This design comes from an exercise in tuning for small area on the open sky130 flow, not from production work.
Function was checked by simulation only, so behaviour that the tests miss may differ from the original.
No activity file was given, so power comes from the tool's default toggle rates.

<file path="flow/run.sh">
#!/bin/bash
# synth_recipe.tcl (not shown) runs the flow's synth.tcl, then flattens the netlist and writes it again
# the make line also repeats each setting of config.mk as NAME=value (left out here)
make -C /OpenROAD-flow-scripts/flow DESIGN_CONFIG=/design/flow/config.mk WORK_HOME=/design/flow/orfs CLKGATE_MAP_FILE= SYNTH_SCRIPT=/design/flow/synth_recipe.tcl finish
</file>
<file path="flow/config.mk">
export PLATFORM = sky130hd
export DESIGN_NAME = noise_top
export DESIGN_NICKNAME = noise_top
export VERILOG_FILES = /design/flow/design.v
export SDC_FILE = /design/flow/constraint.sdc
export NUM_CORES = 4
export LEC_CHECK = 0
export CAP_MARGIN = 20
export CORE_MARGIN = 2
export CORE_UTILIZATION = 40
export SLEW_MARGIN = 20
</file>
<file path="flow/constraint.sdc">
create_clock -name core_clock -period 10.0 [get_ports {clk}]
set_input_delay 2.0000 -clock core_clock [delete_from_list [all_inputs] [get_ports {clk}]]
set_output_delay 2.0000 -clock core_clock [all_outputs]
set_load 0.01 [all_outputs]
</file>
<file path="flow/design.v">
package video_pkg;
	typedef logic [31:0] pixel_t;
	typedef logic [7:0] luma_t;
	typedef logic [15:0] dim_t;
	typedef logic [31:0] block_count_t;
	typedef logic [0:0] reg_addr_t;
	localparam int blue_lsb = 0;
	localparam int green_lsb = 8;
	localparam int red_lsb = 16;
	localparam int channel_width = 8;
	localparam int block_size = 8;
	localparam int samples_per_block = block_size * block_size;
	localparam int block_shift = $clog2(samples_per_block);
	localparam reg_addr_t reg_addr_width = 1'b0;
	localparam reg_addr_t reg_addr_height = 1'b1;
endpackage
package noise_pkg;
	typedef logic [13:0] sum_t;
	typedef logic [21:0] sum_sq_t;
	typedef logic [15:0] variance_t;
	typedef struct packed {
		logic sof;
		logic [7:0] luma;  
	} luma_sample_t;
	typedef struct packed {
		logic [15:0] width;  
		logic [15:0] height;  
		logic [31:0] blocks;  
	} frame_cfg_t;
	typedef struct packed {
		variance_t variance;
	} block_result_t;
	typedef enum logic [1:0] {
		idle,
		collect,
		report
	} estimator_state_t;
endpackage
`timescale 1ns/1ns
module noise_top (
	input logic clk,
	input logic reset,
	input logic reg_wr_en,
	input logic [0:0] reg_addr,
	input logic [15:0] reg_wdata,
	input logic [0:0] reg_rd_addr,
	output logic [15:0] reg_rdata,
	input logic [31:0] s_axis_tdata,
	input logic s_axis_tvalid,
	input logic s_axis_tuser,
	output logic s_axis_tready,
	output logic [15:0] estimated_noise,
	output logic estimated_noise_ready
);
	logic [15:0] width_reg;
	logic [15:0] height_reg;
	logic accept;
	logic [9:0] rgb_sum;
	logic [7:0] luma_next;
	logic [7:0] luma;
	logic sof;
	logic sample_valid;
	logic [5:0] count;
	logic [5:0] count_inc;
	logic block_first;
	logic block_done;
	logic [13:0] acc_sum;
	logic [13:0] sum_in;
	logic [13:0] acc_sum_next;
	logic [21:0] acc_sq;
	logic [21:0] sq_in;
	logic [21:0] acc_sq_next;
	logic [7:0] mean;
	logic [15:0] variance;
	logic [16:0] lt_chain;
	logic var_lt;
	logic in_frame;
	logic first;
	logic [25:0] prod;
	logic [15:0] addend;
	logic [16:0] step_sum;
	logic mult_step;
	logic rot_step;
	logic top_bit;
	logic borrow;
	logic rem_hi_zero;
	logic take;
	logic frame_done;
	logic done_d;
	logic [15:0] min_var;
	logic rgb_1;
	logic rgb_2;
	logic rgb_3;
	logic rgb_4;
	logic rgb_5;
	logic rgb_6;
	logic rgb_7;
	logic rgb_8;
	logic rgb_9;
	logic rgb_10;
	logic rgb_11;
	logic rgb_12;
	logic rgb_13;
	logic rgb_14;
	logic rgb_15;
	logic rgb_16;
	logic rgb_17;
	logic rgb_18;
	logic rgb_19;
	logic rgb_20;
	logic rgb_21;
	logic rgb_22;
	logic rgb_23;
	logic rgb_24;
	logic rgb_25;
	logic rgb_26;
	logic rgb_27;
	logic rgb_28;
	logic rgb_29;
	logic rgb_30;
	logic rgb_31;
	logic rgb_32;
	logic as_1;
	logic as_2;
	logic as_3;
	logic as_4;
	logic as_5;
	logic as_6;
	logic as_7;
	logic as_8;
	logic as_9;
	logic as_10;
	logic as_11;
	logic as_12;
	logic as_13;
	logic as_14;
	logic as_15;
	logic as_16;
	logic as_17;
	logic as_18;
	logic as_19;
	logic as_20;
	logic as_21;
	logic as_22;
	logic as_23;
	logic as_24;
	logic as_25;
	logic as_26;
	logic as_27;
	logic as_28;
	logic aq_1;
	logic aq_2;
	logic aq_3;
	logic aq_4;
	logic aq_5;
	logic aq_6;
	logic aq_7;
	logic aq_8;
	logic aq_9;
	logic aq_10;
	logic aq_11;
	logic aq_12;
	logic aq_13;
	logic aq_14;
	logic aq_15;
	logic aq_16;
	logic aq_17;
	logic aq_18;
	logic aq_19;
	logic aq_20;
	logic aq_21;
	logic aq_22;
	logic aq_23;
	logic aq_24;
	logic aq_25;
	logic aq_26;
	logic aq_27;
	logic aq_28;
	logic aq_29;
	logic aq_30;
	logic aq_31;
	logic aq_32;
	logic aq_33;
	logic aq_34;
	logic aq_35;
	logic aq_36;
	logic aq_37;
	logic aq_38;
	logic aq_39;
	logic aq_40;
	logic aq_41;
	logic aq_42;
	logic aq_43;
	logic aq_44;
	logic aq_45;
	logic aq_46;
	logic aq_47;
	logic aq_48;
	logic aq_49;
	logic aq_50;
	logic aq_51;
	logic aq_52;
	logic aq_53;
	logic aq_54;
	logic aq_55;
	logic aq_56;
	logic aq_57;
	logic aq_58;
	logic aq_59;
	logic aq_60;
	logic aq_61;
	logic aq_62;
	logic aq_63;
	logic aq_64;
	logic aq_65;
	logic aq_66;
	logic aq_67;
	logic aq_68;
	logic aq_69;
	logic aq_70;
	logic aq_71;
	logic aq_72;
	logic aq_73;
	logic aq_74;
	logic aq_75;
	logic aq_76;
	logic aq_77;
	logic aq_78;
	logic aq_79;
	logic aq_80;
	logic aq_81;
	logic aq_82;
	logic aq_83;
	logic aq_84;
	logic aq_85;
	logic aq_86;
	logic aq_87;
	logic aq_88;
	logic aq_89;
	logic aq_90;
	logic aq_91;
	logic aq_92;
	logic aq_93;
	logic aq_94;
	logic aq_95;
	logic aq_96;
	logic aq_97;
	logic aq_98;
	logic vr_1;
	logic vr_2;
	logic vr_3;
	logic vr_4;
	logic vr_5;
	logic vr_6;
	logic vr_7;
	logic vr_8;
	logic vr_9;
	logic vr_10;
	logic vr_11;
	logic vr_12;
	logic vr_13;
	logic vr_14;
	logic vr_15;
	logic vr_16;
	logic vr_17;
	logic vr_18;
	logic vr_19;
	logic vr_20;
	logic vr_21;
	logic vr_22;
	logic vr_23;
	logic vr_24;
	logic vr_25;
	logic vr_26;
	logic vr_27;
	logic vr_28;
	logic vr_29;
	logic vr_30;
	logic vr_31;
	logic vr_32;
	logic vr_33;
	logic vr_34;
	logic vr_35;
	logic vr_36;
	logic vr_37;
	logic vr_38;
	logic vr_39;
	logic vr_40;
	logic vr_41;
	logic vr_42;
	logic vr_43;
	logic vr_44;
	logic vr_45;
	logic vr_46;
	logic vr_47;
	logic vr_48;
	logic vr_49;
	logic vr_50;
	logic vr_51;
	logic vr_52;
	logic vr_53;
	logic vr_54;
	logic vr_55;
	logic vr_56;
	logic vr_57;
	logic vr_58;
	logic vr_59;
	logic vr_60;
	logic vr_61;
	logic vr_62;
	logic vr_63;
	logic vr_64;
	logic vr_65;
	logic vr_66;
	logic vr_67;
	logic vr_68;
	logic vr_69;
	logic vr_70;
	logic vr_71;
	logic vr_72;
	logic vr_73;
	logic vr_74;
	logic vr_75;
	logic vr_76;
	logic vr_77;
	logic vr_78;
	logic vr_79;
	logic vr_80;
	logic vr_81;
	logic vr_82;
	logic vr_83;
	logic vr_84;
	logic vr_85;
	logic vr_86;
	logic mu_1;
	logic mu_2;
	logic mu_3;
	logic mu_4;
	logic mu_5;
	logic mu_6;
	logic mu_7;
	logic mu_8;
	logic mu_9;
	logic mu_10;
	logic mu_11;
	logic mu_12;
	logic mu_13;
	logic mu_14;
	logic mu_15;
	logic mu_16;
	logic mu_17;
	logic mu_18;
	logic mu_19;
	logic mu_20;
	logic mu_21;
	logic mu_22;
	logic mu_23;
	logic mu_24;
	logic mu_25;
	logic mu_26;
	logic mu_27;
	logic mu_28;
	logic mu_29;
	logic mu_30;
	logic mu_31;
	logic mu_32;
	logic ci_1;
	logic ci_2;
	logic ci_3;
	logic ci_4;
	logic ci_5;
	logic ci_6;
	logic ci_7;
	logic ci_8;
	logic ci_9;
	logic ci_10;
	logic ci_11;
	logic ci_12;
	always_ff @(posedge clk) begin
		if (reset) begin
			width_reg <= '0;
			height_reg <= '0;
		end else if (reg_wr_en) begin
			if (reg_addr)
				height_reg <= reg_wdata;
			else
				width_reg <= reg_wdata;
		end
	end
	assign reg_rdata = reg_rd_addr ? height_reg : width_reg;
	assign accept = s_axis_tvalid & s_axis_tready;
	always_comb begin
		logic [1:0] r;
		logic [2:0] t;
		r = 2'd0;
		for (int i = 9; i >= 0; i--) begin
			t = {r, rgb_sum[i]};
			if (i < 8)
				luma_next[i] = (t >= 3'd3);
			r = (t >= 3'd3) ? 2'(t - 3'd3) : t[1:0];
		end
	end
	always_ff @(posedge clk) begin
		s_axis_tready <= ~reset;
		sample_valid <= accept & ~reset;
		if (accept) begin
			luma <= luma_next;
			sof <= s_axis_tuser;
		end
	end
	assign block_first = sof | (count == 6'd0);
	assign sum_in = acc_sum & {14{~block_first}};
	assign sq_in = acc_sq & {22{~block_first}};
	always_ff @(posedge clk) begin
		if (reset)
			count <= '0;
		else if (sample_valid)
			count <= sof ? 6'd1 : count_inc;
		if (sample_valid) begin
			acc_sum <= acc_sum_next;
			acc_sq <= acc_sq_next;
		end
		block_done <= sample_valid & ~sof & (count == 6'd63) & ~reset;
	end
	assign mean = acc_sum[13:6];
	assign lt_chain[0] = 1'b0;
	for (genvar i = 0; i < 16; i++) begin : g_lt
		assign lt_chain[i+1] = (~variance[i] & min_var[i]) | (~variance[i] & lt_chain[i]) | (min_var[i] & lt_chain[i]);
	end
	assign var_lt = lt_chain[16];
	assign mult_step = sample_valid & ~sof & first & (count[5:4] == 2'b01);
	assign rot_step = sample_valid & ~sof & ~first & count[5] & ~(count[4] & count[3] & (count[2] | count[1]));
	assign addend = width_reg & {16{mult_step & height_reg[count[3:0]]}};
	assign top_bit = mult_step ? step_sum[16] : (prod[0] ^ borrow);
	assign rem_hi_zero = (prod[25:1] == 25'd0);
	assign take = block_done & in_frame;
	assign frame_done = take & rem_hi_zero & prod[0];
	always_ff @(posedge clk) begin
		if (sample_valid & sof)
			prod[25:10] <= '0;
		else if (mult_step | rot_step)
			prod <= {top_bit, step_sum[15:0], prod[9:1]};
		if (block_done)
			borrow <= in_frame & ~(rem_hi_zero & ~prod[0]);
		else if (rot_step)
			borrow <= borrow & ~prod[0];
		if (sample_valid & sof)
			first <= 1'b1;
		else if (block_done)
			first <= 1'b0;
		if (reset)
			in_frame <= 1'b0;
		else if (sample_valid & sof)
			in_frame <= 1'b1;
		else if (frame_done)
			in_frame <= 1'b0;
		if (take & (first | var_lt))
			min_var <= variance;
		done_d <= frame_done & ~reset;
		estimated_noise_ready <= done_d & ~reset;
	end
	assign estimated_noise = min_var;
	assign rgb_1 = s_axis_tdata[16] ^ s_axis_tdata[8] ^ s_axis_tdata[0];
	assign rgb_2 = (s_axis_tdata[16] & s_axis_tdata[8]) | (s_axis_tdata[16] & s_axis_tdata[0]) | (s_axis_tdata[8] & s_axis_tdata[0]);
	assign rgb_3 = s_axis_tdata[17] ^ s_axis_tdata[9] ^ s_axis_tdata[1];
	assign rgb_4 = (s_axis_tdata[17] & s_axis_tdata[9]) | (s_axis_tdata[17] & s_axis_tdata[1]) | (s_axis_tdata[9] & s_axis_tdata[1]);
	assign rgb_5 = rgb_2 ^ rgb_3;
	assign rgb_6 = rgb_2 & rgb_3;
	assign rgb_7 = s_axis_tdata[18] ^ s_axis_tdata[10] ^ s_axis_tdata[2];
	assign rgb_8 = (s_axis_tdata[18] & s_axis_tdata[10]) | (s_axis_tdata[18] & s_axis_tdata[2]) | (s_axis_tdata[10] & s_axis_tdata[2]);
	assign rgb_9 = rgb_4 ^ rgb_7 ^ rgb_6;
	assign rgb_10 = (rgb_4 & rgb_7) | (rgb_4 & rgb_6) | (rgb_7 & rgb_6);
	assign rgb_11 = s_axis_tdata[19] ^ s_axis_tdata[11] ^ s_axis_tdata[3];
	assign rgb_12 = (s_axis_tdata[19] & s_axis_tdata[11]) | (s_axis_tdata[19] & s_axis_tdata[3]) | (s_axis_tdata[11] & s_axis_tdata[3]);
	assign rgb_13 = rgb_8 ^ rgb_11 ^ rgb_10;
	assign rgb_14 = (rgb_8 & rgb_11) | (rgb_8 & rgb_10) | (rgb_11 & rgb_10);
	assign rgb_15 = s_axis_tdata[20] ^ s_axis_tdata[12] ^ s_axis_tdata[4];
	assign rgb_16 = (s_axis_tdata[20] & s_axis_tdata[12]) | (s_axis_tdata[20] & s_axis_tdata[4]) | (s_axis_tdata[12] & s_axis_tdata[4]);
	assign rgb_17 = rgb_12 ^ rgb_15 ^ rgb_14;
	assign rgb_18 = (rgb_12 & rgb_15) | (rgb_12 & rgb_14) | (rgb_15 & rgb_14);
	assign rgb_19 = s_axis_tdata[21] ^ s_axis_tdata[13] ^ s_axis_tdata[5];
	assign rgb_20 = (s_axis_tdata[21] & s_axis_tdata[13]) | (s_axis_tdata[21] & s_axis_tdata[5]) | (s_axis_tdata[13] & s_axis_tdata[5]);
	assign rgb_21 = rgb_16 ^ rgb_19 ^ rgb_18;
	assign rgb_22 = (rgb_16 & rgb_19) | (rgb_16 & rgb_18) | (rgb_19 & rgb_18);
	assign rgb_23 = s_axis_tdata[22] ^ s_axis_tdata[14] ^ s_axis_tdata[6];
	assign rgb_24 = (s_axis_tdata[22] & s_axis_tdata[14]) | (s_axis_tdata[22] & s_axis_tdata[6]) | (s_axis_tdata[14] & s_axis_tdata[6]);
	assign rgb_25 = rgb_20 ^ rgb_23 ^ rgb_22;
	assign rgb_26 = (rgb_20 & rgb_23) | (rgb_20 & rgb_22) | (rgb_23 & rgb_22);
	assign rgb_27 = s_axis_tdata[23] ^ s_axis_tdata[15] ^ s_axis_tdata[7];
	assign rgb_28 = (s_axis_tdata[23] & s_axis_tdata[15]) | (s_axis_tdata[23] & s_axis_tdata[7]) | (s_axis_tdata[15] & s_axis_tdata[7]);
	assign rgb_29 = rgb_24 ^ rgb_27 ^ rgb_26;
	assign rgb_30 = (rgb_24 & rgb_27) | (rgb_24 & rgb_26) | (rgb_27 & rgb_26);
	assign rgb_31 = rgb_28 ^ rgb_30;
	assign rgb_32 = rgb_28 & rgb_30;
	assign rgb_sum = {rgb_32, rgb_31, rgb_29, rgb_25, rgb_21, rgb_17, rgb_13, rgb_9, rgb_5, rgb_1};
	assign as_1 = sum_in[0] ^ luma[0];
	assign as_2 = sum_in[0] & luma[0];
	assign as_3 = sum_in[1] ^ luma[1] ^ as_2;
	assign as_4 = (sum_in[1] & luma[1]) | (sum_in[1] & as_2) | (luma[1] & as_2);
	assign as_5 = sum_in[2] ^ luma[2] ^ as_4;
	assign as_6 = (sum_in[2] & luma[2]) | (sum_in[2] & as_4) | (luma[2] & as_4);
	assign as_7 = sum_in[3] ^ luma[3] ^ as_6;
	assign as_8 = (sum_in[3] & luma[3]) | (sum_in[3] & as_6) | (luma[3] & as_6);
	assign as_9 = sum_in[4] ^ luma[4] ^ as_8;
	assign as_10 = (sum_in[4] & luma[4]) | (sum_in[4] & as_8) | (luma[4] & as_8);
	assign as_11 = sum_in[5] ^ luma[5] ^ as_10;
	assign as_12 = (sum_in[5] & luma[5]) | (sum_in[5] & as_10) | (luma[5] & as_10);
	assign as_13 = sum_in[6] ^ luma[6] ^ as_12;
	assign as_14 = (sum_in[6] & luma[6]) | (sum_in[6] & as_12) | (luma[6] & as_12);
	assign as_15 = sum_in[7] ^ luma[7] ^ as_14;
	assign as_16 = (sum_in[7] & luma[7]) | (sum_in[7] & as_14) | (luma[7] & as_14);
	assign as_17 = sum_in[8] ^ as_16;
	assign as_18 = sum_in[8] & as_16;
	assign as_19 = sum_in[9] ^ as_18;
	assign as_20 = sum_in[9] & as_18;
	assign as_21 = sum_in[10] ^ as_20;
	assign as_22 = sum_in[10] & as_20;
	assign as_23 = sum_in[11] ^ as_22;
	assign as_24 = sum_in[11] & as_22;
	assign as_25 = sum_in[12] ^ as_24;
	assign as_26 = sum_in[12] & as_24;
	assign as_27 = sum_in[13] ^ as_26;
	assign as_28 = sum_in[13] & as_26;
	assign acc_sum_next = {as_27, as_25, as_23, as_21, as_19, as_17, as_15, as_13, as_11, as_9, as_7, as_5, as_3, as_1};
	assign aq_1 = sq_in[0] ^ luma[0];
	assign aq_2 = sq_in[0] & luma[0];
	assign aq_3 = sq_in[1] ^ aq_2;
	assign aq_4 = sq_in[1] & aq_2;
	assign aq_5 = sq_in[2] ^ (luma[1] & ~luma[0]) ^ aq_4;
	assign aq_6 = (sq_in[2] & (luma[1] & ~luma[0])) | (sq_in[2] & aq_4) | ((luma[1] & ~luma[0]) & aq_4);
	assign aq_7 = sq_in[3] ^ (luma[1] & luma[0]) ^ (luma[0] & luma[2]);
	assign aq_8 = (sq_in[3] & (luma[1] & luma[0])) | (sq_in[3] & (luma[0] & luma[2])) | ((luma[1] & luma[0]) & (luma[0] & luma[2]));
	assign aq_9 = aq_7 ^ aq_6;
	assign aq_10 = aq_7 & aq_6;
	assign aq_11 = sq_in[4] ^ (luma[2] & ~luma[1]) ^ (luma[0] & luma[3]);
	assign aq_12 = (sq_in[4] & (luma[2] & ~luma[1])) | (sq_in[4] & (luma[0] & luma[3])) | ((luma[2] & ~luma[1]) & (luma[0] & luma[3]));
	assign aq_13 = aq_8 ^ aq_11 ^ aq_10;
	assign aq_14 = (aq_8 & aq_11) | (aq_8 & aq_10) | (aq_11 & aq_10);
	assign aq_15 = sq_in[5] ^ (luma[2] & luma[1]) ^ (luma[0] & luma[4]);
	assign aq_16 = (sq_in[5] & (luma[2] & luma[1])) | (sq_in[5] & (luma[0] & luma[4])) | ((luma[2] & luma[1]) & (luma[0] & luma[4]));
	assign aq_17 = (luma[1] & luma[3]) ^ aq_12 ^ aq_15;
	assign aq_18 = ((luma[1] & luma[3]) & aq_12) | ((luma[1] & luma[3]) & aq_15) | (aq_12 & aq_15);
	assign aq_19 = aq_17 ^ aq_14;
	assign aq_20 = aq_17 & aq_14;
	assign aq_21 = sq_in[6] ^ (luma[3] & ~luma[2]) ^ (luma[0] & luma[5]);
	assign aq_22 = (sq_in[6] & (luma[3] & ~luma[2])) | (sq_in[6] & (luma[0] & luma[5])) | ((luma[3] & ~luma[2]) & (luma[0] & luma[5]));
	assign aq_23 = (luma[1] & luma[4]) ^ aq_16 ^ aq_21;
	assign aq_24 = ((luma[1] & luma[4]) & aq_16) | ((luma[1] & luma[4]) & aq_21) | (aq_16 & aq_21);
	assign aq_25 = aq_18 ^ aq_23 ^ aq_20;
	assign aq_26 = (aq_18 & aq_23) | (aq_18 & aq_20) | (aq_23 & aq_20);
	assign aq_27 = sq_in[7] ^ (luma[3] & luma[2]) ^ (luma[0] & luma[6]);
	assign aq_28 = (sq_in[7] & (luma[3] & luma[2])) | (sq_in[7] & (luma[0] & luma[6])) | ((luma[3] & luma[2]) & (luma[0] & luma[6]));
	assign aq_29 = (luma[1] & luma[5]) ^ (luma[2] & luma[4]) ^ aq_22;
	assign aq_30 = ((luma[1] & luma[5]) & (luma[2] & luma[4])) | ((luma[1] & luma[5]) & aq_22) | ((luma[2] & luma[4]) & aq_22);
	assign aq_31 = aq_27 ^ aq_24 ^ aq_29;
	assign aq_32 = (aq_27 & aq_24) | (aq_27 & aq_29) | (aq_24 & aq_29);
	assign aq_33 = aq_31 ^ aq_26;
	assign aq_34 = aq_31 & aq_26;
	assign aq_35 = sq_in[8] ^ (luma[4] & ~luma[3]) ^ (luma[0] & luma[7]);
	assign aq_36 = (sq_in[8] & (luma[4] & ~luma[3])) | (sq_in[8] & (luma[0] & luma[7])) | ((luma[4] & ~luma[3]) & (luma[0] & luma[7]));
	assign aq_37 = (luma[1] & luma[6]) ^ (luma[2] & luma[5]) ^ aq_28;
	assign aq_38 = ((luma[1] & luma[6]) & (luma[2] & luma[5])) | ((luma[1] & luma[6]) & aq_28) | ((luma[2] & luma[5]) & aq_28);
	assign aq_39 = aq_35 ^ aq_30 ^ aq_37;
	assign aq_40 = (aq_35 & aq_30) | (aq_35 & aq_37) | (aq_30 & aq_37);
	assign aq_41 = aq_32 ^ aq_39 ^ aq_34;
	assign aq_42 = (aq_32 & aq_39) | (aq_32 & aq_34) | (aq_39 & aq_34);
	assign aq_43 = sq_in[9] ^ (luma[4] & luma[3]) ^ (luma[1] & luma[7]);
	assign aq_44 = (sq_in[9] & (luma[4] & luma[3])) | (sq_in[9] & (luma[1] & luma[7])) | ((luma[4] & luma[3]) & (luma[1] & luma[7]));
	assign aq_45 = (luma[2] & luma[6]) ^ (luma[3] & luma[5]) ^ aq_36;
	assign aq_46 = ((luma[2] & luma[6]) & (luma[3] & luma[5])) | ((luma[2] & luma[6]) & aq_36) | ((luma[3] & luma[5]) & aq_36);
	assign aq_47 = aq_43 ^ aq_38 ^ aq_45;
	assign aq_48 = (aq_43 & aq_38) | (aq_43 & aq_45) | (aq_38 & aq_45);
	assign aq_49 = aq_40 ^ aq_47 ^ aq_42;
	assign aq_50 = (aq_40 & aq_47) | (aq_40 & aq_42) | (aq_47 & aq_42);
	assign aq_51 = sq_in[10] ^ (luma[5] & ~luma[4]) ^ (luma[2] & luma[7]);
	assign aq_52 = (sq_in[10] & (luma[5] & ~luma[4])) | (sq_in[10] & (luma[2] & luma[7])) | ((luma[5] & ~luma[4]) & (luma[2] & luma[7]));
	assign aq_53 = (luma[3] & luma[6]) ^ aq_44 ^ aq_51;
	assign aq_54 = ((luma[3] & luma[6]) & aq_44) | ((luma[3] & luma[6]) & aq_51) | (aq_44 & aq_51);
	assign aq_55 = aq_46 ^ aq_53 ^ aq_48;
	assign aq_56 = (aq_46 & aq_53) | (aq_46 & aq_48) | (aq_53 & aq_48);
	assign aq_57 = aq_55 ^ aq_50;
	assign aq_58 = aq_55 & aq_50;
	assign aq_59 = sq_in[11] ^ (luma[5] & luma[4]) ^ (luma[3] & luma[7]);
	assign aq_60 = (sq_in[11] & (luma[5] & luma[4])) | (sq_in[11] & (luma[3] & luma[7])) | ((luma[5] & luma[4]) & (luma[3] & luma[7]));
	assign aq_61 = (luma[4] & luma[6]) ^ aq_52 ^ aq_59;
	assign aq_62 = ((luma[4] & luma[6]) & aq_52) | ((luma[4] & luma[6]) & aq_59) | (aq_52 & aq_59);
	assign aq_63 = aq_54 ^ aq_61 ^ aq_56;
	assign aq_64 = (aq_54 & aq_61) | (aq_54 & aq_56) | (aq_61 & aq_56);
	assign aq_65 = aq_63 ^ aq_58;
	assign aq_66 = aq_63 & aq_58;
	assign aq_67 = sq_in[12] ^ (luma[6] & ~luma[5]) ^ (luma[4] & luma[7]);
	assign aq_68 = (sq_in[12] & (luma[6] & ~luma[5])) | (sq_in[12] & (luma[4] & luma[7])) | ((luma[6] & ~luma[5]) & (luma[4] & luma[7]));
	assign aq_69 = aq_60 ^ aq_67 ^ aq_62;
	assign aq_70 = (aq_60 & aq_67) | (aq_60 & aq_62) | (aq_67 & aq_62);
	assign aq_71 = aq_69 ^ aq_64 ^ aq_66;
	assign aq_72 = (aq_69 & aq_64) | (aq_69 & aq_66) | (aq_64 & aq_66);
	assign aq_73 = sq_in[13] ^ (luma[6] & luma[5]) ^ (luma[5] & luma[7]);
	assign aq_74 = (sq_in[13] & (luma[6] & luma[5])) | (sq_in[13] & (luma[5] & luma[7])) | ((luma[6] & luma[5]) & (luma[5] & luma[7]));
	assign aq_75 = aq_68 ^ aq_73 ^ aq_70;
	assign aq_76 = (aq_68 & aq_73) | (aq_68 & aq_70) | (aq_73 & aq_70);
	assign aq_77 = aq_75 ^ aq_72;
	assign aq_78 = aq_75 & aq_72;
	assign aq_79 = sq_in[14] ^ (luma[7] & ~luma[6]) ^ aq_74;
	assign aq_80 = (sq_in[14] & (luma[7] & ~luma[6])) | (sq_in[14] & aq_74) | ((luma[7] & ~luma[6]) & aq_74);
	assign aq_81 = aq_79 ^ aq_76 ^ aq_78;
	assign aq_82 = (aq_79 & aq_76) | (aq_79 & aq_78) | (aq_76 & aq_78);
	assign aq_83 = sq_in[15] ^ (luma[7] & luma[6]) ^ aq_80;
	assign aq_84 = (sq_in[15] & (luma[7] & luma[6])) | (sq_in[15] & aq_80) | ((luma[7] & luma[6]) & aq_80);
	assign aq_85 = aq_83 ^ aq_82;
	assign aq_86 = aq_83 & aq_82;
	assign aq_87 = sq_in[16] ^ aq_84 ^ aq_86;
	assign aq_88 = (sq_in[16] & aq_84) | (sq_in[16] & aq_86) | (aq_84 & aq_86);
	assign aq_89 = sq_in[17] ^ aq_88;
	assign aq_90 = sq_in[17] & aq_88;
	assign aq_91 = sq_in[18] ^ aq_90;
	assign aq_92 = sq_in[18] & aq_90;
	assign aq_93 = sq_in[19] ^ aq_92;
	assign aq_94 = sq_in[19] & aq_92;
	assign aq_95 = sq_in[20] ^ aq_94;
	assign aq_96 = sq_in[20] & aq_94;
	assign aq_97 = sq_in[21] ^ aq_96;
	assign aq_98 = sq_in[21] & aq_96;
	assign acc_sq_next = {aq_97, aq_95, aq_93, aq_91, aq_89, aq_87, aq_85, aq_81, aq_77, aq_71, aq_65, aq_57, aq_49, aq_41, aq_33, aq_25, aq_19, aq_13, aq_9, aq_5, aq_3, aq_1};
	assign vr_1 = ~(acc_sq[6] ^ ~mean[0]);
	assign vr_2 = acc_sq[6] | ~mean[0];
	assign vr_3 = ~(acc_sq[7] ^ vr_2);
	assign vr_4 = acc_sq[7] | vr_2;
	assign vr_5 = acc_sq[8] ^ ~(mean[1] & ~mean[0]) ^ vr_4;
	assign vr_6 = (acc_sq[8] & ~(mean[1] & ~mean[0])) | (acc_sq[8] & vr_4) | (~(mean[1] & ~mean[0]) & vr_4);
	assign vr_7 = ~(acc_sq[9] ^ ~(mean[1] & mean[0]));
	assign vr_8 = acc_sq[9] | ~(mean[1] & mean[0]);
	assign vr_9 = ~(mean[0] & mean[2]) ^ vr_7 ^ vr_6;
	assign vr_10 = (~(mean[0] & mean[2]) & vr_7) | (~(mean[0] & mean[2]) & vr_6) | (vr_7 & vr_6);
	assign vr_11 = acc_sq[10] ^ ~(mean[2] & ~mean[1]) ^ ~(mean[0] & mean[3]);
	assign vr_12 = (acc_sq[10] & ~(mean[2] & ~mean[1])) | (acc_sq[10] & ~(mean[0] & mean[3])) | (~(mean[2] & ~mean[1]) & ~(mean[0] & mean[3]));
	assign vr_13 = vr_8 ^ vr_11 ^ vr_10;
	assign vr_14 = (vr_8 & vr_11) | (vr_8 & vr_10) | (vr_11 & vr_10);
	assign vr_15 = ~(acc_sq[11] ^ ~(mean[2] & mean[1]));
	assign vr_16 = acc_sq[11] | ~(mean[2] & mean[1]);
	assign vr_17 = ~(mean[0] & mean[4]) ^ ~(mean[1] & mean[3]) ^ vr_12;
	assign vr_18 = (~(mean[0] & mean[4]) & ~(mean[1] & mean[3])) | (~(mean[0] & mean[4]) & vr_12) | (~(mean[1] & mean[3]) & vr_12);
	assign vr_19 = vr_15 ^ vr_17 ^ vr_14;
	assign vr_20 = (vr_15 & vr_17) | (vr_15 & vr_14) | (vr_17 & vr_14);
	assign vr_21 = acc_sq[12] ^ ~(mean[3] & ~mean[2]) ^ ~(mean[0] & mean[5]);
	assign vr_22 = (acc_sq[12] & ~(mean[3] & ~mean[2])) | (acc_sq[12] & ~(mean[0] & mean[5])) | (~(mean[3] & ~mean[2]) & ~(mean[0] & mean[5]));
	assign vr_23 = ~(mean[1] & mean[4]) ^ vr_16 ^ vr_21;
	assign vr_24 = (~(mean[1] & mean[4]) & vr_16) | (~(mean[1] & mean[4]) & vr_21) | (vr_16 & vr_21);
	assign vr_25 = vr_18 ^ vr_23 ^ vr_20;
	assign vr_26 = (vr_18 & vr_23) | (vr_18 & vr_20) | (vr_23 & vr_20);
	assign vr_27 = ~(acc_sq[13] ^ ~(mean[3] & mean[2]));
	assign vr_28 = acc_sq[13] | ~(mean[3] & mean[2]);
	assign vr_29 = ~(mean[0] & mean[6]) ^ ~(mean[1] & mean[5]) ^ ~(mean[2] & mean[4]);
	assign vr_30 = (~(mean[0] & mean[6]) & ~(mean[1] & mean[5])) | (~(mean[0] & mean[6]) & ~(mean[2] & mean[4])) | (~(mean[1] & mean[5]) & ~(mean[2] & mean[4]));
	assign vr_31 = vr_22 ^ vr_27 ^ vr_29;
	assign vr_32 = (vr_22 & vr_27) | (vr_22 & vr_29) | (vr_27 & vr_29);
	assign vr_33 = vr_24 ^ vr_31 ^ vr_26;
	assign vr_34 = (vr_24 & vr_31) | (vr_24 & vr_26) | (vr_31 & vr_26);
	assign vr_35 = acc_sq[14] ^ ~(mean[4] & ~mean[3]) ^ ~(mean[0] & mean[7]);
	assign vr_36 = (acc_sq[14] & ~(mean[4] & ~mean[3])) | (acc_sq[14] & ~(mean[0] & mean[7])) | (~(mean[4] & ~mean[3]) & ~(mean[0] & mean[7]));
	assign vr_37 = ~(mean[1] & mean[6]) ^ ~(mean[2] & mean[5]) ^ vr_28;
	assign vr_38 = (~(mean[1] & mean[6]) & ~(mean[2] & mean[5])) | (~(mean[1] & mean[6]) & vr_28) | (~(mean[2] & mean[5]) & vr_28);
	assign vr_39 = vr_30 ^ vr_35 ^ vr_32;
	assign vr_40 = (vr_30 & vr_35) | (vr_30 & vr_32) | (vr_35 & vr_32);
	assign vr_41 = vr_37 ^ vr_39 ^ vr_34;
	assign vr_42 = (vr_37 & vr_39) | (vr_37 & vr_34) | (vr_39 & vr_34);
	assign vr_43 = acc_sq[15] ^ ~(mean[4] & mean[3]) ^ ~(mean[1] & mean[7]);
	assign vr_44 = (acc_sq[15] & ~(mean[4] & mean[3])) | (acc_sq[15] & ~(mean[1] & mean[7])) | (~(mean[4] & mean[3]) & ~(mean[1] & mean[7]));
	assign vr_45 = ~(mean[2] & mean[6]) ^ ~(mean[3] & mean[5]) ^ vr_36;
	assign vr_46 = (~(mean[2] & mean[6]) & ~(mean[3] & mean[5])) | (~(mean[2] & mean[6]) & vr_36) | (~(mean[3] & mean[5]) & vr_36);
	assign vr_47 = vr_43 ^ vr_38 ^ vr_45;
	assign vr_48 = (vr_43 & vr_38) | (vr_43 & vr_45) | (vr_38 & vr_45);
	assign vr_49 = vr_40 ^ vr_47 ^ vr_42;
	assign vr_50 = (vr_40 & vr_47) | (vr_40 & vr_42) | (vr_47 & vr_42);
	assign vr_51 = ~(acc_sq[16] ^ ~(mean[5] & ~mean[4]));
	assign vr_52 = acc_sq[16] | ~(mean[5] & ~mean[4]);
	assign vr_53 = ~(mean[2] & mean[7]) ^ ~(mean[3] & mean[6]) ^ vr_44;
	assign vr_54 = (~(mean[2] & mean[7]) & ~(mean[3] & mean[6])) | (~(mean[2] & mean[7]) & vr_44) | (~(mean[3] & mean[6]) & vr_44);
	assign vr_55 = vr_51 ^ vr_46 ^ vr_53;
	assign vr_56 = (vr_51 & vr_46) | (vr_51 & vr_53) | (vr_46 & vr_53);
	assign vr_57 = vr_48 ^ vr_55 ^ vr_50;
	assign vr_58 = (vr_48 & vr_55) | (vr_48 & vr_50) | (vr_55 & vr_50);
	assign vr_59 = ~(acc_sq[17] ^ ~(mean[5] & mean[4]));
	assign vr_60 = acc_sq[17] | ~(mean[5] & mean[4]);
	assign vr_61 = ~(mean[3] & mean[7]) ^ ~(mean[4] & mean[6]) ^ vr_52;
	assign vr_62 = (~(mean[3] & mean[7]) & ~(mean[4] & mean[6])) | (~(mean[3] & mean[7]) & vr_52) | (~(mean[4] & mean[6]) & vr_52);
	assign vr_63 = vr_59 ^ vr_54 ^ vr_61;
	assign vr_64 = (vr_59 & vr_54) | (vr_59 & vr_61) | (vr_54 & vr_61);
	assign vr_65 = vr_56 ^ vr_63 ^ vr_58;
	assign vr_66 = (vr_56 & vr_63) | (vr_56 & vr_58) | (vr_63 & vr_58);
	assign vr_67 = acc_sq[18] ^ ~(mean[6] & ~mean[5]) ^ ~(mean[4] & mean[7]);
	assign vr_68 = (acc_sq[18] & ~(mean[6] & ~mean[5])) | (acc_sq[18] & ~(mean[4] & mean[7])) | (~(mean[6] & ~mean[5]) & ~(mean[4] & mean[7]));
	assign vr_69 = vr_60 ^ vr_67 ^ vr_62;
	assign vr_70 = (vr_60 & vr_67) | (vr_60 & vr_62) | (vr_67 & vr_62);
	assign vr_71 = vr_64 ^ vr_69 ^ vr_66;
	assign vr_72 = (vr_64 & vr_69) | (vr_64 & vr_66) | (vr_69 & vr_66);
	assign vr_73 = ~(acc_sq[19] ^ ~(mean[6] & mean[5]));
	assign vr_74 = acc_sq[19] | ~(mean[6] & mean[5]);
	assign vr_75 = ~(mean[5] & mean[7]) ^ vr_68 ^ vr_73;
	assign vr_76 = (~(mean[5] & mean[7]) & vr_68) | (~(mean[5] & mean[7]) & vr_73) | (vr_68 & vr_73);
	assign vr_77 = vr_75 ^ vr_70 ^ vr_72;
	assign vr_78 = (vr_75 & vr_70) | (vr_75 & vr_72) | (vr_70 & vr_72);
	assign vr_79 = acc_sq[20] ^ ~(mean[7] & ~mean[6]) ^ vr_74;
	assign vr_80 = (acc_sq[20] & ~(mean[7] & ~mean[6])) | (acc_sq[20] & vr_74) | (~(mean[7] & ~mean[6]) & vr_74);
	assign vr_81 = vr_76 ^ vr_79 ^ vr_78;
	assign vr_82 = (vr_76 & vr_79) | (vr_76 & vr_78) | (vr_79 & vr_78);
	assign vr_83 = ~(acc_sq[21] ^ ~(mean[7] & mean[6]));
	assign vr_84 = acc_sq[21] | ~(mean[7] & mean[6]);
	assign vr_85 = vr_83 ^ vr_80 ^ vr_82;
	assign vr_86 = (vr_83 & vr_80) | (vr_83 & vr_82) | (vr_80 & vr_82);
	assign variance = {vr_85, vr_81, vr_77, vr_71, vr_65, vr_57, vr_49, vr_41, vr_33, vr_25, vr_19, vr_13, vr_9, vr_5, vr_3, vr_1};
	assign mu_1 = prod[10] ^ addend[0];
	assign mu_2 = prod[10] & addend[0];
	assign mu_3 = prod[11] ^ addend[1] ^ mu_2;
	assign mu_4 = (prod[11] & addend[1]) | (prod[11] & mu_2) | (addend[1] & mu_2);
	assign mu_5 = prod[12] ^ addend[2] ^ mu_4;
	assign mu_6 = (prod[12] & addend[2]) | (prod[12] & mu_4) | (addend[2] & mu_4);
	assign mu_7 = prod[13] ^ addend[3] ^ mu_6;
	assign mu_8 = (prod[13] & addend[3]) | (prod[13] & mu_6) | (addend[3] & mu_6);
	assign mu_9 = prod[14] ^ addend[4] ^ mu_8;
	assign mu_10 = (prod[14] & addend[4]) | (prod[14] & mu_8) | (addend[4] & mu_8);
	assign mu_11 = prod[15] ^ addend[5] ^ mu_10;
	assign mu_12 = (prod[15] & addend[5]) | (prod[15] & mu_10) | (addend[5] & mu_10);
	assign mu_13 = prod[16] ^ addend[6] ^ mu_12;
	assign mu_14 = (prod[16] & addend[6]) | (prod[16] & mu_12) | (addend[6] & mu_12);
	assign mu_15 = prod[17] ^ addend[7] ^ mu_14;
	assign mu_16 = (prod[17] & addend[7]) | (prod[17] & mu_14) | (addend[7] & mu_14);
	assign mu_17 = prod[18] ^ addend[8] ^ mu_16;
	assign mu_18 = (prod[18] & addend[8]) | (prod[18] & mu_16) | (addend[8] & mu_16);
	assign mu_19 = prod[19] ^ addend[9] ^ mu_18;
	assign mu_20 = (prod[19] & addend[9]) | (prod[19] & mu_18) | (addend[9] & mu_18);
	assign mu_21 = prod[20] ^ addend[10] ^ mu_20;
	assign mu_22 = (prod[20] & addend[10]) | (prod[20] & mu_20) | (addend[10] & mu_20);
	assign mu_23 = prod[21] ^ addend[11] ^ mu_22;
	assign mu_24 = (prod[21] & addend[11]) | (prod[21] & mu_22) | (addend[11] & mu_22);
	assign mu_25 = prod[22] ^ addend[12] ^ mu_24;
	assign mu_26 = (prod[22] & addend[12]) | (prod[22] & mu_24) | (addend[12] & mu_24);
	assign mu_27 = prod[23] ^ addend[13] ^ mu_26;
	assign mu_28 = (prod[23] & addend[13]) | (prod[23] & mu_26) | (addend[13] & mu_26);
	assign mu_29 = prod[24] ^ addend[14] ^ mu_28;
	assign mu_30 = (prod[24] & addend[14]) | (prod[24] & mu_28) | (addend[14] & mu_28);
	assign mu_31 = prod[25] ^ addend[15] ^ mu_30;
	assign mu_32 = (prod[25] & addend[15]) | (prod[25] & mu_30) | (addend[15] & mu_30);
	assign step_sum = {mu_32, mu_31, mu_29, mu_27, mu_25, mu_23, mu_21, mu_19, mu_17, mu_15, mu_13, mu_11, mu_9, mu_7, mu_5, mu_3, mu_1};
	assign ci_1 = ~count[0];
	assign ci_2 = count[0];
	assign ci_3 = count[1] ^ ci_2;
	assign ci_4 = count[1] & ci_2;
	assign ci_5 = count[2] ^ ci_4;
	assign ci_6 = count[2] & ci_4;
	assign ci_7 = count[3] ^ ci_6;
	assign ci_8 = count[3] & ci_6;
	assign ci_9 = count[4] ^ ci_8;
	assign ci_10 = count[4] & ci_8;
	assign ci_11 = count[5] ^ ci_10;
	assign ci_12 = count[5] & ci_10;
	assign count_inc = {ci_11, ci_9, ci_7, ci_5, ci_3, ci_1};
endmodule
module nf_fa (
	input logic a,
	input logic b,
	input logic c,
	output logic s,
	output logic co
);
	assign s = a ^ b ^ c;
	assign co = (a & b) | (a & c) | (b & c);
endmodule
module nf_ha (
	input logic a,
	input logic b,
	output logic s,
	output logic co
);
	assign s = a ^ b;
	assign co = a & b;
endmodule
</file>
==> results.txt, run 1 <==
Max Clk Rate 0.0932 GHz; Reg-to-Reg End prod[24]$_SDFFE_PP0P_; largest net degree at the start of global routing 45; antenna violations before repair 0; Clock Latency Late Sink 0.44 ns; Die Y 157 um; VDD IR-drop max between 200 and 250 uV; first-pass GRT wire length about 32000 um; Crit path top cell by count inv_2; XOR/XNOR Fraction of Synth Area 0.563%; asr flop ratio synth 0%; Synth Area in Adders 28.7%; Critical R2R Launch count[0]$_SDFFE_PP0P_; Worst setup EP type flop; Placer Congestion 0.790; CTS tree yes; Compound-Gate Fraction of Synth Area under 10%; R2R cell count 23; Worst Hold Path EP estimated_noise_ready$_DFF_P_; DP HPWL 13600 um; Remaining Overflow, GRT 0; dpl ws -1.38 ns; Hold Crit Class flop to flop; Power Density 308 mW/mm^2; clk buf depth 2; Regs by FF count prod x26, acc_sq x22; CTS Sinks 133; status failed layout checks; crit path max fanout 4; Tot GR Track Use between 10% and 20%; # port buffers 80; Top reg by flops prod; H-tree depth 4; slew of the pin with the lowest slew margin 1.02 ns; CTS clk-pin slew, worst paths 0.06 ns; vias per cell 4.72; Post-synth top cells inv_1, nand2_1, fa_1, edfxtp_1, and2_1; top-area cell type share of the netlist area 23.2%; cts bufs inserted 17; nets@finish roughly 1200; main combinational cell family by area after synthesis adder cells; CP Class primary input to flop; max-cap viol count 0; antenna cells 0; layout cells sized above 1 18.2%; syn nets 1086; Seq/Total Area, Yosys 36.2%; total power 0.00363 W; LEAKAGE 5.22 nW; Area contributors post-synth edfxtp_1, fa_1, dfxtp_1; synth-to-layout area growth 26.2%; Worst setup SP type primary input; Tmin final roughly 11 ns; max_slew headroom 31.7%; DR vias around 6400; Filler Cells Inserted approximately 2000; RSZ-0062 raised after global routing yes; Worst Path Arrival 10.90 ns; Final Hold Viols 0; Root Driver clkbuf_16; unique cell type count in the Yosys netlist 61; drt drc 0; mux cell area share after synthesis 5.08%; Hold Path Origin done_d$_DFF_P_; CP max-delay cell or4_4; number of placement rows 55; Starting Density between 40% and 50%; top-count cell post-synth inv_1; number of global-route vias before repair 6513; r2r setup slk 1.49 ns; share of the clock period used by the worst path 107%; Post-Synthesis Cell Area 0.00934 mm^2; hold path depth 1; Yosys reg bits between 100 and 150; max reg flops 26; total length of routed wires 18800 um; # IOs 89; Syn Area/Cell 10.6 um^2; drt first pass iters 4; final setup violation count 3; clk_skew 0.0165 ns; total core area approximately 0.023 mm^2; EDFF count, synth 72; Die W 157 um; Iter 0 DRT Violations roughly 400; final worst setup slack -0.725 ns; Crit path largest cell delay around 0.54 ns; Slew Viols, Final 0; die footprint 0.0246 mm^2; post-synth top area cell edfxtp_1; hold_buf cts 0; wire per inst 13.9 um; Data required, critical path 10.18 ns; Antenna Nets Post-Route 0; simple-gate share of the synthesized area between 15 and 20%; Cells after Synth 884; layout violations negative setup slack; Syn. warnings 1; Primary FF master, synth edfxtp_1
-- what timing repair did --
item,4_1_cts,5_1_grt
pin swaps,2,34
setup endpoints to repair,3,3
gates cloned,0,0
setup buffers,9,11
gates resized for setup,7,43
-- report_power, final --
part | total (W) | internal, W | switching, W
Sequential | 0.000784 | 0.000718 | 0.0000658
Clock | 0.000627 | 0.000348 | 0.000279
Combinational | 0.00222 | 0.00118 | 0.00104
-- final cells by class --
class | instances | area, um^2 | area share [%]
clock buffers | 18 | 450 | 3.82
clock inverters | 14 | 148 | 1.25
inverters | 137 | 514 | 4.36
multi-input cells | 587 | 5580 | 47.4
flip-flops and latches | 133 | 3380 | 28.7
well taps | 313 | 392 | 3.32
repair buffers | 146 | 1310 | 11.1
-- cell usage in the layout, fill, tap and decap left out, types with 4 or more instances in the layout --
| master | instances |
|---|---|
| inv_1 | 125 |
| nand2_1 | 104 |
| fa_1 | 97 |
| edfxtp_1 | 72 |
| and2_1 | 71 |
| clkdlybuf4s50_1 | 71 |
| buf_4 | 64 |
| dfxtp_1 | 60 |
| a21oi_1 | 43 |
| nor2_1 | 37 |
| ha_1 | 35 |
| clkbuf_16 | 18 |
| mux2i_1 | 17 |
| mux2_2 | 17 |
| and3_1 | 17 |
| nor2b_1 | 13 |
| inv_2 | 12 |
| nand2b_1 | 12 |
| fa_2 | 8 |
| inv_6 | 8 |
| o211ai_1 | 6 |
| nor4_1 | 6 |
| o21ai_0 | 6 |
| dlymetal6s2s_1 | 6 |
| nand3_1 | 5 |
| maj3_1 | 5 |
| mux4_2 | 5 |
| ha_2 | 5 |
| xnor2_1 | 4 |
| nor2_4 | 4 |
| a31oi_4 | 4 |
-- layer usage --
layer,up-vias,wire (um),track usage (%)
met3,14,550,3.07
met1,3073,9600,23.6
li1,3172,-,-
met2,103,8430,24.9
met4,0,177,4.37
met5,-,0,0
-- per-stage QoR --
stage          instance area, um^2  setup TNS (ns)  utilization, %  cells  hold slack (ns)
6_report                     11800           -1.19            51.7   1348            0.435
5_1_grt                      11800           -2.45            51.7   1348            0.461
4_1_cts                      11600           -1.18            50.8   1338            0.437
3_5_place_dp                 10900           -2.70            47.8   1297            0.422
3_3_place_gp                 10900           -2.30            47.8   1297            0.427
2_1_floorplan                 9440           -1.33               -    884            0.414
-- critical path: cells and delay by family --
kind | cells | cell delay (ns)
adders and majority gates | 15 | 4.14
and+or+nand+nor | 14 | 2.34
AOI/OAI and AO/OA | 12 | 1.44
buffers and inverters | 12 | 0.71
xor gates and xnor gates | 1 | 0.16
muxes | 1 | 0.09
-- cells by family (layout without fill, tap and decap cells) --
family / Yosys count / count (layout)
compound gates: 94 / 94
fa+ha+maj: 152 / 152
buf+inv: 164 / 315
simple gates: 296 / 296
flops: 133 / 133
xor+xnor: 6 / 6
mux: 39 / 39
-- worst max path at each step --
stage | from | endpoint | depth (start not counted)
2_1_floorplan | s_axis_tdata[1] | luma[0]$_DFFE_PP_ | 54
3_3_place_gp | s_axis_tdata[1] | luma[0]$_DFFE_PP_ | 54
3_5_place_dp | s_axis_tdata[1] | luma[0]$_DFFE_PP_ | 54
4_1_cts | s_axis_tdata[9] | luma[0]$_DFFE_PP_ | 53
5_1_grt | s_axis_tdata[17] | luma[0]$_DFFE_PP_ | 56
6_report | s_axis_tdata[1] | luma[0]$_DFFE_PP_ | 55
==> run 2: changes to the inputs <==
--- a/flow/config.mk
+++ b/flow/config.mk
@@ -5,6 +5,7 @@
 export SDC_FILE = /design/flow/constraint.sdc
 export NUM_CORES = 4
 export LEC_CHECK = 0
+export ABC_AREA = 1
 export CAP_MARGIN = 20
 export CORE_MARGIN = 2
 export CORE_UTILIZATION = 40
==> run 2 against run 1 <==
Against the previous run:
- the run now finishes clean
- register-to-register slack worse by 0.25 ns
- via count up 1.3%
- sequential share of layout area up 2.5 points
- count of clock-buffer cells in the layout unchanged
- flip-flop and latch count unchanged
- cell area down 7.9%
- clock skew about the same
- fmax up 15%
- die area down 1.4%
- global-route usage down 0.18 points
- non-clock buffer count down 64
- wire length down 3.5%
- critical endpoint unchanged
==> results.txt, run 2 <==
RSZ-0062 raised after global routing no; hold slack 0.416 ns (-0.0190 ns); Worst Path Arrival 9.53 ns (-1.37 ns); setup TNS 0 ns (+1.19 ns); largest net degree at the start of global routing 42 (-6.7%); Tot GR Track Use 16.0% (-0.18 points); hold_buf cts 0 (unchanged); final worst setup slack 0.661 ns (+1.39 ns); CP max-delay cell fa_1; Slew Viols, Final 0 (unchanged); dpl ws 0.165 ns (+1.55 ns); cts bufs inserted 17 (unchanged); max-cap viol count 0 (unchanged); wire per inst 13.0 um (-6.9%); number of global-route vias before repair 6392 (-1.9%); Power Density 246 mW/mm^2 (-20%); top-area cell type share of the netlist area 23.5% (+0.33 points); synth-to-layout area growth 17.9%; top-count cell post-synth inv_1; Starting Density 40.7% (-0.34 points); DR vias 6445 (+1.3%); total core area 0.0226 mm^2 (-0.60%); CTS clk-pin slew, worst paths 0.07 ns (about the same); Data required, critical path 10.19 ns (about the same); Post-Synthesis Cell Area 0.00921 mm^2 (-1.4%); Hold Crit Class flop to flop; Max Clk Rate 0.107 GHz (+15%); clk_skew 0.0166 ns (+0.000161 ns); EDFF count, synth 72 (unchanged); Final Hold Viols 0 (unchanged); max_slew headroom 31.7% (about the same); internal power 0.00158 W (-29%); clock share of power 23.7% (+6.4 points); commonest cells after routing, fill and taps aside inv_1, nand2_1, nor2_1; XOR/XNOR Fraction of Synth Area 0.571% (+0.0081 points); nets@finish 1302 (+6.4%); Synth Area in Adders 28.5% (-0.13 points); CTS Sinks 133 (unchanged); unique cell type count in the Yosys netlist 38 (-38%); Yosys reg bits 133 (unchanged); Root Driver clkbuf_16; vias per cell 4.61 (-2.3%); Comb pwr share 46.7% (-14 points); first-pass GRT wire length 31000 um (-2.3%); Filler Cells Inserted 2141 (+4.7%); syn nets 1236 (+14%); simple-gate share of the synthesized area 14.6% (-1.4 points); Antenna Nets Post-Route 0 (unchanged); antenna cells 0 (unchanged); net load switching power 0.00109 W (-22%); Primary FF master, synth edfxtp_1; Top reg by flops prod; Post-CTS Setup Inserts 0 (-9); H-tree depth 4 (unchanged); max reg flops 26 (unchanged); Cells after Synth 1034 (+17%); Regs by FF count prod x26, acc_sq x22; drt first pass iters 4 (unchanged); Die W 156 um (-0.70%); Placer Congestion 0.795 (+0.63%); final non-filler cell total 1398 (+3.7%); number of placement rows 55 (unchanged); clk buf depth 2 (unchanged); share of the clock period used by the worst path 93.4% (-14 points); Crit path largest cell delay 0.55 ns (about the same); Worst setup SP type primary input; sw frac 40.8% (+2.5 points); Seq/Total Area, Yosys 36.7% (+0.52 points); # IOs 89 (unchanged); crit path max fanout 5 (+1); drt drc 0 (unchanged); main combinational cell family by area after synthesis adder cells; die footprint 0.0242 mm^2 (-1.4%); # port buffers 80 (unchanged); antenna violations before repair 0 (unchanged); CP Class primary input to flop; Syn Area/Cell 8.90 um^2 (-16%); placed insts 1366 (+5.3%); slew of the pin with the lowest slew margin 1.02 ns (-0.000366 ns); commonest non-fill, non-tap cell in the layout inv_1; asr flop ratio synth 0% (unchanged); Iter 0 DRT Violations 367 (-8.7%); mux cell area share after synthesis 0.109% (-5.0 points); LEAKAGE 5.27 nW (+0.96%); Compound-Gate Fraction of Synth Area 7.62% (+0.83 points); Crit path top cell by count inv_1; total length of routed wires 18100 um (-3.5%); VDD IR-drop max 133 uV (-47%); Clock Latency Late Sink 0.44 ns (about the same); Syn. warnings 1 (unchanged); Die Y 156 um (-0.70%); Remaining Overflow, GRT 0 (unchanged); register share of total power 29.6% (+8.0 points); Tmin final 9.34 ns (-1.39 ns); Post-synth top cells inv_1, nand2_1, nor2_1, fa_1, o21ai_0; status complete, no violations; Area contributors post-synth edfxtp_1, fa_1, dfxtp_1; final setup violation count 0 (-3); layout cells sized above 1 4.94% (-13 points); post-synth top area cell edfxtp_1; Worst setup EP type flop; CTS tree yes; DP HPWL 13500 um (-0.51%)
## run 2: cell types whose count changed after synthesis, moves of 16 or more
cell,previous run,this run
inv_1,137,252
nor2_1,43,136
and2_1,71,0
o21ai_0,7,77
nand2_1,107,151
a21oi_1,46,29
and3_1,17,0
mux2_2,17,0
mux2i_1,17,1
## run 2: final timing paths
| kind | end | startpoint | slack (ns) | cells past startpoint |
|---|---|---|---|---|
| worst min register to register | estimated_noise_ready$_DFF_P_ | done_d$_DFF_P_ | 0.42 | 2 |
| worst max register to register | prod[24]$_SDFFE_PP0P_ | count[0]$_SDFFE_PP0P_ | 1.24 | 27 |
| worst max-delay path | luma[0]$_DFFE_PP_ | s_axis_tdata[1] | 0.66 | 52 |
| worst min-delay path | estimated_noise_ready$_DFF_P_ | done_d$_DFF_P_ | 0.42 | 2 |
## run 2: what timing repair did
| action | CTS | global route |
|---|---|---|
| hold endpoints to repair | 0 | 0 |
| endpoints found under the setup margin | 0 | 1 |
| resized for setup | 0 | 1 |
## run 2: power by group through the flow
stage	sequential (W)	combinational (W)	clock [W]
after floorplan	0.000753	0.00103	0
after global placement	0.000801	0.00119	0
after detailed placement	0.000802	0.00125	0
after CTS	0.000790	0.00127	0.000645
after global routing	0.000800	0.00148	0.000667
final	0.000789	0.00125	0.000633
## run 2: area by class of cell
cell class,count,area (um^2),share of cell area [%]
clock buffer,18,450,4.15
clock inverter,14,148,1.36
timing repair buffer,82,816,7.52
tap,285,357,3.29
multi-input combinational,611,4740,43.7
sequential,133,3380,31.2
inverter,255,957,8.82
## run 2: cell families (layout without fill, tap and decap cells)
logic type      Yosys count  count (layout)
compound gates          129             129
xor+xnor                  6               6
fa+ha+maj               147             147
buf+inv                 290             369
flops                   133             133
mux                       1               1
simple gates            328             328
## run 2: routing by layer
metal	track usage, %	wire, um	part of all wire [%]	up-vias
met5	0	0	0	-
met4	3.67	183	1.0	0
met3	3.78	768	4.2	11
met2	25.4	8390	46	112
met1	22.4	8770	48	3043
li1	-	-	-	3279
## run 2: critical path, delay by kind of cell
family	cells	cell delay, ns
AOI/OAI and AO/OA	3	0.36
xor gates and xnor gates	1	0.22
adders and majority gates	15	4.19
buffers and inverters	15	1.37
and+or+nand+nor	18	1.42
## run 2: metrics by stage
stage	area, um^2	util (%)	total power, W
finish	10900	47.9	0.00267
global route	10900	47.9	0.00295
CTS	10800	47.9	0.00271
detailed placement	10200	45.3	0.00205
global placement	10200	45.3	0.00199
floorplan	9210	-	0.00178
==> run 3: changes to the inputs <==
--- a/flow/design.v
+++ b/flow/design.v
@@ -403,12 +403,10 @@
 	always_ff @(posedge clk) begin
 		s_axis_tready <= ~reset;
 		sample_valid <= accept & ~reset;
-		if (accept) begin
-			luma <= luma_next;
-			sof <= s_axis_tuser;
-		end
+		luma <= luma_next & {8{accept & ~reset}};
+		sof <= s_axis_tuser & accept & ~reset;
 	end
-	assign block_first = sof | (count == 6'd0);
+	assign block_first = sample_valid & (sof | (count == 6'd0));
 	assign sum_in = acc_sum & {14{~block_first}};
 	assign sq_in = acc_sq & {22{~block_first}};
 	always_ff @(posedge clk) begin
@@ -416,10 +414,8 @@
 			count <= '0;
 		else if (sample_valid)
 			count <= sof ? 6'd1 : count_inc;
-		if (sample_valid) begin
-			acc_sum <= acc_sum_next;
-			acc_sq <= acc_sq_next;
-		end
+		acc_sum <= acc_sum_next;
+		acc_sq <= acc_sq_next;
 		block_done <= sample_valid & ~sof & (count == 6'd63) & ~reset;
 	end
 	assign mean = acc_sum[13:6];
==> run 3 against run 2 <==
Against the previous run:
- fmax up 1.0%
- still clean on timing, DRC and antenna
- global-route usage decreased by 0.20 points
- first-iteration DRC count decreased by 20%
- sequential power fell by 11%
- critical path depth shrank 3
- synthesized cell count hardly changed
- critical endpoint is now luma[0]$_DFF_P_
- flip-flop and latch count unchanged
- count of clock-buffer cells in the layout rose by 2
==> results.txt, run 3 <==
Top reg by flops prod; Tot GR Track Use 15.8% (-0.20 points); max reg flops 26 (unchanged); Syn. warnings 1 (unchanged); number of placement rows 54 (-1.8%); status complete, no violations; syn nets 1237 (+0.081%); Regs by FF count prod x26, acc_sq x22; Tmin final 9.24 ns (-0.0958 ns); Slew Viols, Final 0 (unchanged); CTS clk-pin slew, worst paths 0.06 ns (about the same); Die W 153 um (-2.0%); max_slew headroom 32.0% (+0.32 points); Post-Synthesis Cell Area 0.00882 mm^2 (-4.2%); commonest cells after routing, fill and taps aside inv_1, nand2_1, nor2_1; wire per inst 12.3 um (-4.7%); slew of the pin with the lowest slew margin 1.02 ns (-0.00806 ns); Crit path largest cell delay 0.49 ns (-0.06 ns); Yosys reg bits 133 (unchanged); LEAKAGE 5.20 nW (-1.3%); Primary FF master, synth dfxtp_1; H-tree depth 4 (unchanged); hold_buf cts 0 (unchanged); Antenna Nets Post-Route 0 (unchanged); clk buf depth 2 (unchanged); Iter 0 DRT Violations 295 (-20%); Placer Congestion 0.798 (+0.40%); commonest non-fill, non-tap cell in the layout inv_1; drt drc 0 (unchanged); Final Hold Viols 0 (unchanged); antenna cells 0 (unchanged); Power Density 230 mW/mm^2 (-6.5%); delay-heaviest family, CP adder cells; EDFF count, synth 27 (-63%); nets@finish 1306 (+0.31%); Hold Crit Class flop to flop; total length of routed wires 17200 um (-4.8%); VDD IR-drop max 119 uV (-11%); CTS tree yes; die footprint 0.0233 mm^2 (-4.1%); Area contributors post-synth dfxtp_1, fa_1, inv_1; first-pass GRT wire length 30100 um (-2.7%); Max Clk Rate 0.108 GHz (+1.0%); Worst Path Arrival 9.56 ns (+0.03 ns); layout cells sized above 1 5.64% (+0.70 points); DP HPWL 12900 um (-4.3%); Worst setup EP type flop; vias per cell 4.54 (-1.5%); Data required, critical path 10.31 ns (+0.12 ns); max-cap viol count 0 (unchanged); number of global-route vias before repair 6434 (+0.66%); # port buffers 80 (unchanged); total core area 0.0218 mm^2 (-3.9%); Seq/Total Area, Yosys 33.2% (-3.5 points); Crit path top cell by count nand2_1; asr flop ratio synth 0% (unchanged); cts bufs inserted 17 (unchanged); Cells after Synth 1035 (+0.097%); CP max-delay cell fa_1; DR vias 6346 (-1.5%); crit path max fanout 5 (unchanged); crit path buf inv count 12 (-3); Remaining Overflow, GRT 0 (unchanged); top-area cell type share of the netlist area 24.0% (+0.57 points); final setup violation count 0 (unchanged); unique cell type count in the Yosys netlist 35 (-7.9%); Starting Density 40.6% (-0.11 points); # IOs 89 (unchanged); CTS Sinks 133 (unchanged); r2r setup slk 1.64 ns (+0.40 ns); share of the clock period used by the worst path 92.4% (-0.96 points); Syn Area/Cell 8.53 um^2 (-4.3%); setup TNS 0 ns (unchanged); Post-CTS Setup Inserts 0 (unchanged); RSZ-0062 raised after global routing no; Root Driver clkbuf_16; Core Util, Final 48.0% (+0.074 points); synth-to-layout area growth 18.4%; CP Class primary input to flop; top-count cell post-synth inv_1; Clock Latency Late Sink 0.42 ns (-0.02 ns); Worst setup SP type primary input; Die Y 153 um (-2.0%); antenna violations before repair 0 (unchanged); post-synth top area cell dfxtp_1; drt first pass iters 4 (unchanged); clk_skew 0.00961 ns (-0.00703 ns); CTS-repair resized insts 0 (unchanged); Post-synth top cells inv_1, nand2_1, nor2_1, dfxtp_1, fa_1; largest net degree at the start of global routing 39 (-7.1%)
==> run 3: kinds of logic after synthesis <==
group,Yosys count,share of synthesized area [%]
AND/OR/NAND/NOR,340,16.7
AO/OA/AOI/OAI,124,7.52
XOR/XNOR,5,0.496
buffers and inverters,285,12.2
adder cells (fa/ha/maj),147,29.8
multiplexers,1,0.113
flip-flops,133,33.2
==> run 3: through the flow <==
stage | instances | setup slack [ns] | hold WS [ns] | cell area [um^2] | power, W
finish | 1397 | 0.756 | 0.420 | 10400 | 0.00240
global route | 1397 | 0.121 | 0.434 | 10400 | 0.00265
CTS | 1397 | 0.726 | 0.431 | 10400 | 0.00244
detailed placement | 1365 | 0.275 | 0.422 | 9880 | 0.00182
global placement | 1365 | 0.363 | 0.431 | 9880 | 0.00179
floorplan | 1035 | 1.16 | 0.388 | 8820 | 0.00160
==> run 3: report_power, final <==
group | total (W) | switching (W) | internal [W]
combinational | 0.00109 | 0.000648 | 0.000445
clock | 0.000607 | 0.000258 | 0.000349
sequential | 0.000703 | 0.0000635 | 0.000640
==> run 3: layout make-up <==
class / count / area, um^2
clock inverter: 12 / 90.1
inverter: 250 / 938
timing repair buffer: 85 / 838
fill: 2112 / 11300
sequential: 133 / 2930
tap: 280 / 350
multi-input combinational: 617 / 4820
clock buffer: 20 / 479
==> run 3: routing by layer <==
layer  up-vias  GRT usage (%)  part of all wire, %
li1       3246              -                    -
met4         0           4.23                  1.0
met2        98           25.5                   46
met5         -              0                    0
met3        13           3.41                  3.2
met1      2989           21.8                   50
==> run 3: worst paths after layout <==
| kind | from | to | cells after the start |
|---|---|---|---|
| worst min register to register | done_d$_DFF_P_ | estimated_noise_ready$_DFF_P_ | 2 |
| worst max-delay path | s_axis_tdata[1] | luma[0]$_DFF_P_ | 49 |
| worst max register to register | count[0]$_SDFFE_PP0P_ | prod[24]$_SDFFE_PP0P_ | 28 |
| worst min-delay path | done_d$_DFF_P_ | estimated_noise_ready$_DFF_P_ | 2 |
==> run 3: worst reg2reg max path: cells and delay by family, from the launching register on <==
kind	cells	cell delay, ns
buffers and inverters	5	0.81
AND/OR/NAND/NOR	3	0.35
AO/OA/AOI/OAI	4	0.72
adder cells (fa/ha/maj)	16	6.12
flip-flops	1	0.31
==> run 4: changes to the inputs <==
--- a/flow/config.mk
+++ b/flow/config.mk
@@ -9,4 +9,5 @@
 export CAP_MARGIN = 20
 export CORE_MARGIN = 2
 export CORE_UTILIZATION = 40
+export CTS_BUF_LIST = sky130_fd_sc_hd__clkbuf_4 sky130_fd_sc_hd__clkbuf_8
 export SLEW_MARGIN = 20
==> run 4 against run 3 <==
Against the previous run:
- global-route usage fell by 0.20 points
- utilization fell by 0.82 points
- fmax rose by 0.21%
- critical path depth did not move
- highest routed layer unchanged
==> results.txt, run 4 <==
total length of routed wires 17000 um (-1.3%); internal power 0.00131 W (-8.7%); commonest cells after routing, fill and taps aside inv_1, nand2_1, nor2_1; Comb pwr share 48.5% (+3.0 points); max reg flops 26 (unchanged); Final Hold Viols 0 (unchanged); Starting Density 40.6% (unchanged); die footprint 0.0233 mm^2 (unchanged); Antenna Nets Post-Route 0 (unchanged); Syn Area/Cell 8.53 um^2 (unchanged); CTS tree yes; max_slew headroom 32.8% (+0.81 points); Root Driver clkbuf_8; Die Y 153 um (unchanged); CP max-delay cell fa_1; VDD IR-drop max 120 uV (+1.4%); sw frac 41.8% (+1.5 points); Die W 153 um (unchanged); simple-gate share of the synthesized area 16.7% (unchanged); H-tree depth 4 (unchanged); wire per inst 12.2 um (-1.3%); antenna cells 0 (unchanged); hold_buf cts 0 (unchanged); drt first pass iters 5 (+1); net load switching power 0.000940 W (-3.0%); post-synth top area cell dfxtp_1; CTS clk-pin slew, worst paths 0.07 ns (about the same); top-area cell type share of the netlist area 24.0% (unchanged); Crit path largest cell delay 0.49 ns (about the same); Tot GR Track Use 15.6% (-0.20 points); status complete, no violations; CP Class primary input to flop; Primary FF master, synth dfxtp_1; Placer Congestion 0.798 (unchanged); clk_skew 0.0161 ns (+0.00652 ns); setup TNS 0 ns (unchanged); DP HPWL 12900 um (unchanged); Area contributors post-synth dfxtp_1, fa_1, inv_1; XOR/XNOR Fraction of Synth Area 0.496% (unchanged); # IOs 89 (unchanged); layout cells sized above 1 5.73% (+0.090 points); Remaining Overflow, GRT 0 (unchanged); Yosys reg bits 133 (unchanged); unique cell type count in the Yosys netlist 35 (unchanged); Post-CTS Setup Inserts 0 (unchanged); CTS Sinks 133 (unchanged); clk buf depth 2 (unchanged); asr flop ratio synth 0% (unchanged); Worst setup SP type primary input
-- run 4: cell counts after synthesis --
No cell type changed its count.
-- run 4: path summary, 6_finish.rpt --
kind,from,endpoint,slack [ns],depth (start not counted)
min,done_d$_DFF_P_,estimated_noise_ready$_DFF_P_,0.42,2
max reg2reg,count[0]$_SDFFE_PP0P_,prod[24]$_SDFFE_PP0P_,1.67,28
min reg2reg,done_d$_DFF_P_,estimated_noise_ready$_DFF_P_,0.42,2
max,s_axis_tdata[1],luma[0]$_DFF_P_,0.78,49
-- run 4: power groups by stage --
stage | clock network [W] | logic [W] | registers [W]
global placement | 0 | 0.00107 | 0.000714
global route | 0.000497 | 0.00129 | 0.000713
floorplan | 0 | 0.000931 | 0.000672
CTS | 0.000472 | 0.00111 | 0.000703
finish | 0.000457 | 0.00109 | 0.000702
detailed placement | 0 | 0.00111 | 0.000716
-- run 4: kinds of logic (layout without fill, tap and decap cells) --
| logic type | after synthesis | after routing |
|---|---|---|
| AOI/OAI and AO/OA | 124 | 124 |
| and+or+nand+nor | 340 | 340 |
| muxes | 1 | 1 |
| adders and majority gates | 147 | 147 |
| buffers and inverters | 285 | 367 |
| xor gates and xnor gates | 5 | 5 |
| DFF | 133 | 133 |
-- run 4: layout make-up --
cell class	count	area (um^2)
Sequential cell	133	2930
Multi-Input combinational cell	617	4820
Inverter	250	938
Clock buffer	18	241
Tap cell	280	350
Timing Repair Buffer	85	838
Fill cell	2139	11500
Clock inverter	14	150
-- run 4: through the flow --
stage	cell area, um^2	worst slack (ns)	utilization (%)	std cells	total power, W
floorplan	8820	1.16	-	1035	0.00160
global placement	9880	0.363	45.4	1365	0.00179
detailed placement	9880	0.275	45.4	1365	0.00182
CTS	10300	0.763	47.2	1397	0.00229
global route	10300	0.169	47.2	1397	0.00250
finish	10300	0.776	47.2	1397	0.00225
-- run 4: layer usage --
metal / wire (um) / vias up / track usage, %
li1: - / 3249 / -
met1: 8430 / 2971 / 21.8
met2: 7770 / 108 / 24.7
met3: 647 / 11 / 3.70
met4: 174 / 0 / 4.01
met5: 0 / - / 0
-- run 4: worst reg2reg max path: cells and delay by family, from the launching register on --
kind                       cells  cell delay, ns
DFF                            1            0.31
buffers and inverters          5            0.79
and+or+nand+nor                3            0.35
AOI/OAI and AO/OA              4            0.71
adders and majority gates     16            6.10

re-timing with driven ports:
No port has a modelled driver above. Below, the same layouts with a new extraction and two added sets of constraints. Step 1 assumes that a clkbuf_16 drives the clock port and a buf_2 every other input. Step 2 also shifts input and output timing later by t, the mid clock arrival at the registers, as if the neighbouring blocks saw the same clock. Three values: no drivers, after step 1, after step 2; two values: the first two.
| run | t (ns) | setup WS [ns] |
|---|---|---|
| run 1 | 0.470 | -0.725 / -0.719 / -1.189 |
| run 2 | 0.474 | 0.661 / 0.673 / 0.200 |
| run 3 | 0.467 | 0.756 / 0.769 / 0.302 |
| run 4 | 0.482 | 0.776 / 0.782 / 0.300 |
